What follows belongs to an exercise in optimizing a design on an open flow for a short achievable clock period and few clock cycles; a production flow would make more cautious choices. Function was checked by simulation only, so behaviour that the tests miss may differ from the original. Power is estimated from default activity; no workload was simulated.

==> flow/design.v (excerpt) <==
module mini_alu_core #(
    parameter int DATA_W  = 16,
    parameter int ADDR_W  = 8,
    parameter int DEPTH   = 254,
    parameter int IP_W    = 16,
    parameter int LED_W   = 8,
    localparam int INSTR_W = 4 + 3 * ADDR_W
) (
    input  logic               Clock,
    input  logic               Reset,
    input  logic               iRun,
    output logic [IP_W-1:0]    oIP,
    input  logic [INSTR_W-1:0] iInstruction,
    output logic [LED_W-1:0]   oLed,
    output logic               oBusy
);
Settings: LEC_CHECK=0, CAP_MARGIN=30, CORE_MARGIN=2, CORE_UTILIZATION=55, CTS_CLUSTER_DIAMETER=60, CTS_CLUSTER_SIZE=20, SLEW_MARGIN=40, TNS_END_PERCENT=100; clock period 10.0 ns.
standard.sh (not shown) runs the stock make flow with config.mk's settings and CLKGATE_MAP_FILE= SYNTH_SCRIPT=/design/flow/synth_recipe.tcl, a recipe that flattens the netlist after the stock synthesis.
==> flow/flow/run.sh <==
#!/bin/bash
set -euo pipefail
bash standard.sh SETUP_SLACK_MARGIN=6.5 finish > standard_flow.log 2>&1
The baseline passed the timing, design-rule and antenna checks.
Testbench counts at the start, summed over its fixed seeds: cycles 27,199.
==> next run, changes <==
--- a/flow/design.v
+++ b/flow/design.v
@@ -40,23 +40,22 @@
     logic                  eLedPL_q, eLedPH_q, eLedRL_q, eLedRH_q;
     logic [ADDR_W-1:0]     eDst_q;
     logic [IP_W-1:0]       eRedir_q;
     logic [DATA_W-1:0]     eOpA_q, eOpB_q;
     logic                  eFwdA_q, eFwdB_q;
     logic                  wWen_q, wMul_q;
     logic [ADDR_W-1:0]     wDst_q;
     logic [DATA_W-1:0]     wRes_q;
     logic [MUL_BITS-1:0]   mul_q;
     logic [DATA_W-1:0]     rl_q, rh_q;
     logic [LED_W-1:0]      led_q;
-    logic                  busy_q;       
     logic [DATA_W-1:0]     regs_q [DEPTH];
     logic [3:0]            fOp;
     logic [ADDR_W-1:0]     fDst;
     logic                  fPred;
     logic [IP_W-1:0]       pcp1;
     assign fOp  = iInstruction[27:24];
     assign fDst = iInstruction[23:16];
     assign pcp1 = pc_q + 1'b1;
     assign fPred = (fOp == OP_JMP) || (fOp == OP_BLE);
     logic [3:0]            rOp;
     logic [ADDR_W-1:0]     rDst, rS1, rS0;
@@ -666,23 +665,22 @@
     always_ff @(posedge Clock or posedge Reset) begin
         if (Reset) begin
             pc_q    <= '0;
             irV_q   <= 1'b0;
             kill_q  <= 1'b0;
             eWen_q  <= 1'b0;
             eLed_q  <= 1'b0;
             eBle_q  <= 1'b0;
             eMul_q  <= 1'b0;
             wWen_q  <= 1'b0;
             wMul_q  <= 1'b0;
-            busy_q  <= 1'b0;
             led_q   <= '0;
             rl_q    <= '0;
             rh_q    <= '0;
         end else begin
             if (iRun) begin
                 if (eMiss) begin
                     pc_q  <= eRedir_q;
                     irV_q <= 1'b0;
                 end else if (!rStall) begin
                     pc_q  <= fPred ? IP_W'(fDst) : pcp1;
                     irV_q <= 1'b1;
@@ -691,23 +689,22 @@
                 if (rStall) begin
                     eWen_q <= 1'b0;
                     eLed_q <= 1'b0;
                     eBle_q <= 1'b0;
                     eMul_q <= 1'b0;
                 end else begin
                     eWen_q <= rWen;
                     eLed_q <= rLed;
                     eBle_q <= irV_q && (rOp == OP_BLE);
                     eMul_q <= irV_q && (rOp == OP_SMUL);
                 end
-                busy_q <= !rStall && !eMiss && irV_q && (rOp == OP_SMUL);
                 wWen_q <= eWenV;
                 wMul_q <= eMulV;
                 if (eLed_q && !kill_q) begin
                     led_q <= eLedPL_q ? mul_prod[LED_W-1:0] :
                              eLedPH_q ? mul_prod[DATA_W +: LED_W] :
                              eLedRL_q ? rl_q[LED_W-1:0] :
                              eLedRH_q ? rh_q[LED_W-1:0] : ma[LED_W-1:0];
                 end
             end
             if (wMul_q) {rh_q, rl_q} <= mul_prod;
         end
@@ -733,13 +730,13 @@
             eLedRH_q <= !eMulV && wMul_q && (rS1 == ADDR_RH);
             wDst_q   <= eDst_q;
             wRes_q   <= eRes;
             mul_q    <= mul_d;
         end
     end
     always_ff @(posedge Clock) begin
         if (wWen_q) regs_q[wDst_q] <= wRes_q;
     end
     assign oIP   = pc_q;
     assign oLed  = led_q;
-    assign oBusy = busy_q;
+    assign oBusy = wMul_q;
 endmodule
After rerunning: Hold slack gains 38 ps; register-to-register slack gains 60 ps; clock skew stays flat; total power fell by 1.8%; routed wire length rose by 1.4%; setup slack gains 57 ps; non-clock buffer count rose by 26; cell area barely changes; die area stays flat; fmax rose by 1.5%.
Testbench counts after the change, summed over its fixed seeds: cycles 27,199.


Another version of the RTL of mini_alu_core (not shown whole).
Size in the first run: ~56 I/O pins.
Settings: LEC_CHECK=0, CAP_MARGIN=30, CORE_MARGIN=2, CORE_UTILIZATION=55, CTS_CLUSTER_DIAMETER=60, CTS_CLUSTER_SIZE=20, SLEW_MARGIN=40, TNS_END_PERCENT=100; clock period 10.0 ns.
Scripts as last shown in full above: flow/flow/run.sh
Testbench counts at the start, summed over its fixed seeds: cycles 27,199.
Rerun with:
--- a/flow/design.v
+++ b/flow/design.v
@@ -31,14 +31,15 @@
         readsS0 = (op == OP_ADD) || (op == OP_SUB) || (op == OP_SMUL) || (op == OP_BLE);
     endfunction
     logic [IP_W-1:0]       pc_q;
     logic                  irV_q;
     logic [INSTR_W-1:0]    ir_q;
     logic [IP_W-1:0]       irPcp1_q;
     logic                  irPred_q;
+    logic [DATA_W-1:0]     irImm_q;
     logic                  kill_q;       
     logic                  eWen_q, eSub_q, eLed_q, eBle_q, eMul_q, ePred_q;
     logic                  eLedPL_q, eLedPH_q, eLedRL_q, eLedRH_q;
     logic [ADDR_W-1:0]     eDst_q;
     logic [IP_W-1:0]       eRedir_q;
     logic [DATA_W-1:0]     eOpA_q, eOpB_q;
     logic                  eFwdA_q, eFwdB_q;
@@ -248,39 +249,31 @@
     wire [15:0] tb_q3_30 = rS0[1] ? (rS0[0] ? regs_q[207] : regs_q[206]) : (rS0[0] ? regs_q[205] : regs_q[204]);
     wire [15:0] tb_q3_31 = rS0[1] ? (rS0[0] ? regs_q[223] : regs_q[222]) : (rS0[0] ? regs_q[221] : regs_q[220]);
     wire [15:0] tb_q3_32 = rS0[1] ? (rS0[0] ? regs_q[239] : regs_q[238]) : (rS0[0] ? regs_q[237] : regs_q[236]);
     wire [15:0] tb_q3_33 = rS0[1] ? (rS0[0] ? 16'h0000 : 16'h0000) : (rS0[0] ? regs_q[253] : regs_q[252]);
     wire [15:0] tb_q3_3 = rS0[5] ? (rS0[4] ? tb_q3_33 : tb_q3_32) : (rS0[4] ? tb_q3_31 : tb_q3_30);
     wire [15:0] tb_q3_ = rS0[3] ? (rS0[2] ? tb_q3_3 : tb_q3_2) : (rS0[2] ? tb_q3_1 : tb_q3_0);
     assign treeB = rS0[7] ? (rS0[6] ? tb_q3_ : tb_q2_) : (rS0[6] ? tb_q1_ : tb_q0_);
-    assign fwdWA = wWen_q && (wDst_q == rS1);
-    assign fwdWB = wWen_q && (wDst_q == rS0);
-    assign useTreeA = !rSto && !fwdWA && (rS1 < ADDR_W'(DEPTH));
-    assign useTreeB = rRdB && !fwdWB && (rS0 < ADDR_W'(DEPTH));
-    assign altA = rSto ? ir_q[15:0] :
-                  fwdWA ? wRes_q :
-                  (rS1 == ADDR_RL) ? rl_q :
-                  (rS1 == ADDR_RH) ? rh_q : '0;
-    assign altB = !rRdB ? '0 :
-                  fwdWB ? wRes_q :
-                  (rS0 == ADDR_RL) ? rl_q :
-                  (rS0 == ADDR_RH) ? rh_q : '0;
+    assign fwdWA = rRdA && wWen_q && (wDst_q == rS1);
+    assign fwdWB = rRdB && wWen_q && (wDst_q == rS0);
+    assign useTreeA = !fwdWA;
+    assign useTreeB = !fwdWB;
+    assign altA = ({DATA_W{rSto}} & irImm_q) | ({DATA_W{fwdWA}} & wRes_q) |
+                  ({DATA_W{rRdA && (rS1 == ADDR_RL)}} & rl_q) | ({DATA_W{rRdA && (rS1 == ADDR_RH)}} & rh_q);
+    assign altB = ({DATA_W{fwdWB}} & wRes_q) |
+                  ({DATA_W{rRdB && (rS0 == ADDR_RL)}} & rl_q) | ({DATA_W{rRdB && (rS0 == ADDR_RH)}} & rh_q);
     assign rdA = ({DATA_W{useTreeA}} & treeA) | altA;
     assign rdB = ({DATA_W{useTreeB}} & treeB) | altB;
     logic [DATA_W-1:0]     ma, mb, eRes;
     logic                  eLe, eMiss;
     logic [MUL_BITS-1:0]   mul_d;
     assign ma    = eFwdA_q ? wRes_q : eOpA_q;
     assign mb    = eFwdB_q ? wRes_q : eOpB_q;
     assign eRes  = eSub_q ? (ma - mb) : (ma + mb);
-    logic                  leRR, leWR, leRW;
-    assign leRR  = $signed(eOpA_q) <= $signed(eOpB_q);
-    assign leWR  = $signed(wRes_q) <= $signed(eOpB_q);
-    assign leRW  = $signed(eOpA_q) <= $signed(wRes_q);
-    assign eLe   = eFwdA_q ? (eFwdB_q || leWR) : (eFwdB_q ? leRW : leRR);
+    assign eLe   = $signed(ma) <= $signed(mb);
     assign eMiss = eBle_q && !kill_q && (eLe != ePred_q);
     logic [2*DATA_W-1:0]   mul_prod;
     wire bo0 = eOpB_q[0] ^ 1'b0;
     wire bt0 = (eOpB_q[1] & ~eOpB_q[0] & ~1'b0) | (~eOpB_q[1] & eOpB_q[0] & 1'b0);
     wire bn0 = eOpB_q[1];
     wire pp0_0 = ((bo0 & eOpA_q[0]) | (bt0 & 1'b0)) ^ bn0;
     wire pp0_1 = ((bo0 & eOpA_q[1]) | (bt0 & eOpA_q[0])) ^ bn0;
@@ -715,15 +708,18 @@
             end
             if (wMul_q) {rh_q, rl_q} <= mul_prod;
         end
     end
     always_ff @(posedge Clock) begin
         if (iRun) begin
             if (!rStall) begin
-                ir_q     <= iInstruction;
+                ir_q     <= {iInstruction[27:16],
+                             readsS1(fOp) ? iInstruction[15:8] : 8'hFF,
+                             readsS0(fOp) ? iInstruction[7:0]  : 8'hFF};
+                irImm_q  <= iInstruction[15:0];
                 irPcp1_q <= pcp1;
                 irPred_q <= fPred;
             end
             eSub_q   <= rOp == OP_SUB;
             ePred_q  <= irPred_q;
             eDst_q   <= rDst;
             eRedir_q <= irPred_q ? irPcp1_q : IP_W'(rDst);
What happened: Utilization fell by 0.56 points. First-iteration DRC count rose by 4.9%. Global-route usage rose by 0.69 points. Fmax fell by 6.9%. Routed wire length rose by 2.3%. Sequential cell count rose by 16. Power fell by 5.1%. Count of clock-buffer cells in the layout rose by 1. Via count barely changes. Setup slack got worse by 0.29 ns. Cell count fell by 1.1%. Non-clock buffer count fell by 163. Die area stays flat.
Testbench counts after the change, summed over its fixed seeds: cycles 27,199.

## re-timing with driven ports
No port has a modelled driver above. Below, the same layouts with a new extraction and two added sets of constraints.
Step 1 sets driving cells, clkbuf_16 on the clock port and buf_2 on the other inputs (assumed; they add their load-dependent delay and slew).
Step 2, shift: input delay + t, output delay - t, t = (earliest + latest rising clock arrival at the registers) / 2. This alone moves slack from input paths to output paths.
Three values: ideal ports, drivers, drivers and shift; two values: the first two.
| run | t, ns | setup slack, ns | worst hold slack (ns) | clock arrival spread, ns | worst slew at a driven data input, ns |
|---|---|---|---|---|---|
| the first run of note 1 | 1.105 | 6.096 / 6.096 / 5.576 | 0.463 / 0.463 / 0.463 | 0.057 / 0.056 | 0.28 |
| the second run of note 1 | 1.121 | 6.153 / 6.153 / 5.594 | 0.501 / 0.501 / 0.501 | 0.057 / 0.057 | 0.09 |
| the first run of note 2 | 1.091 | 6.145 / 6.145 / 5.707 | 0.491 / 0.491 / 0.491 | 0.072 / 0.071 | 0.11 |
| the second run of note 2 | 1.127 | 5.857 / 5.857 / 5.375 | 0.464 / 0.464 / 0.464 | 0.080 / 0.080 | 0.07 |
After both steps setup and hold are still met in every run listed. The setup slack of the second run of note 1, which loses most, moves by 0.000 ns with the drivers and by -0.559 ns with both steps.
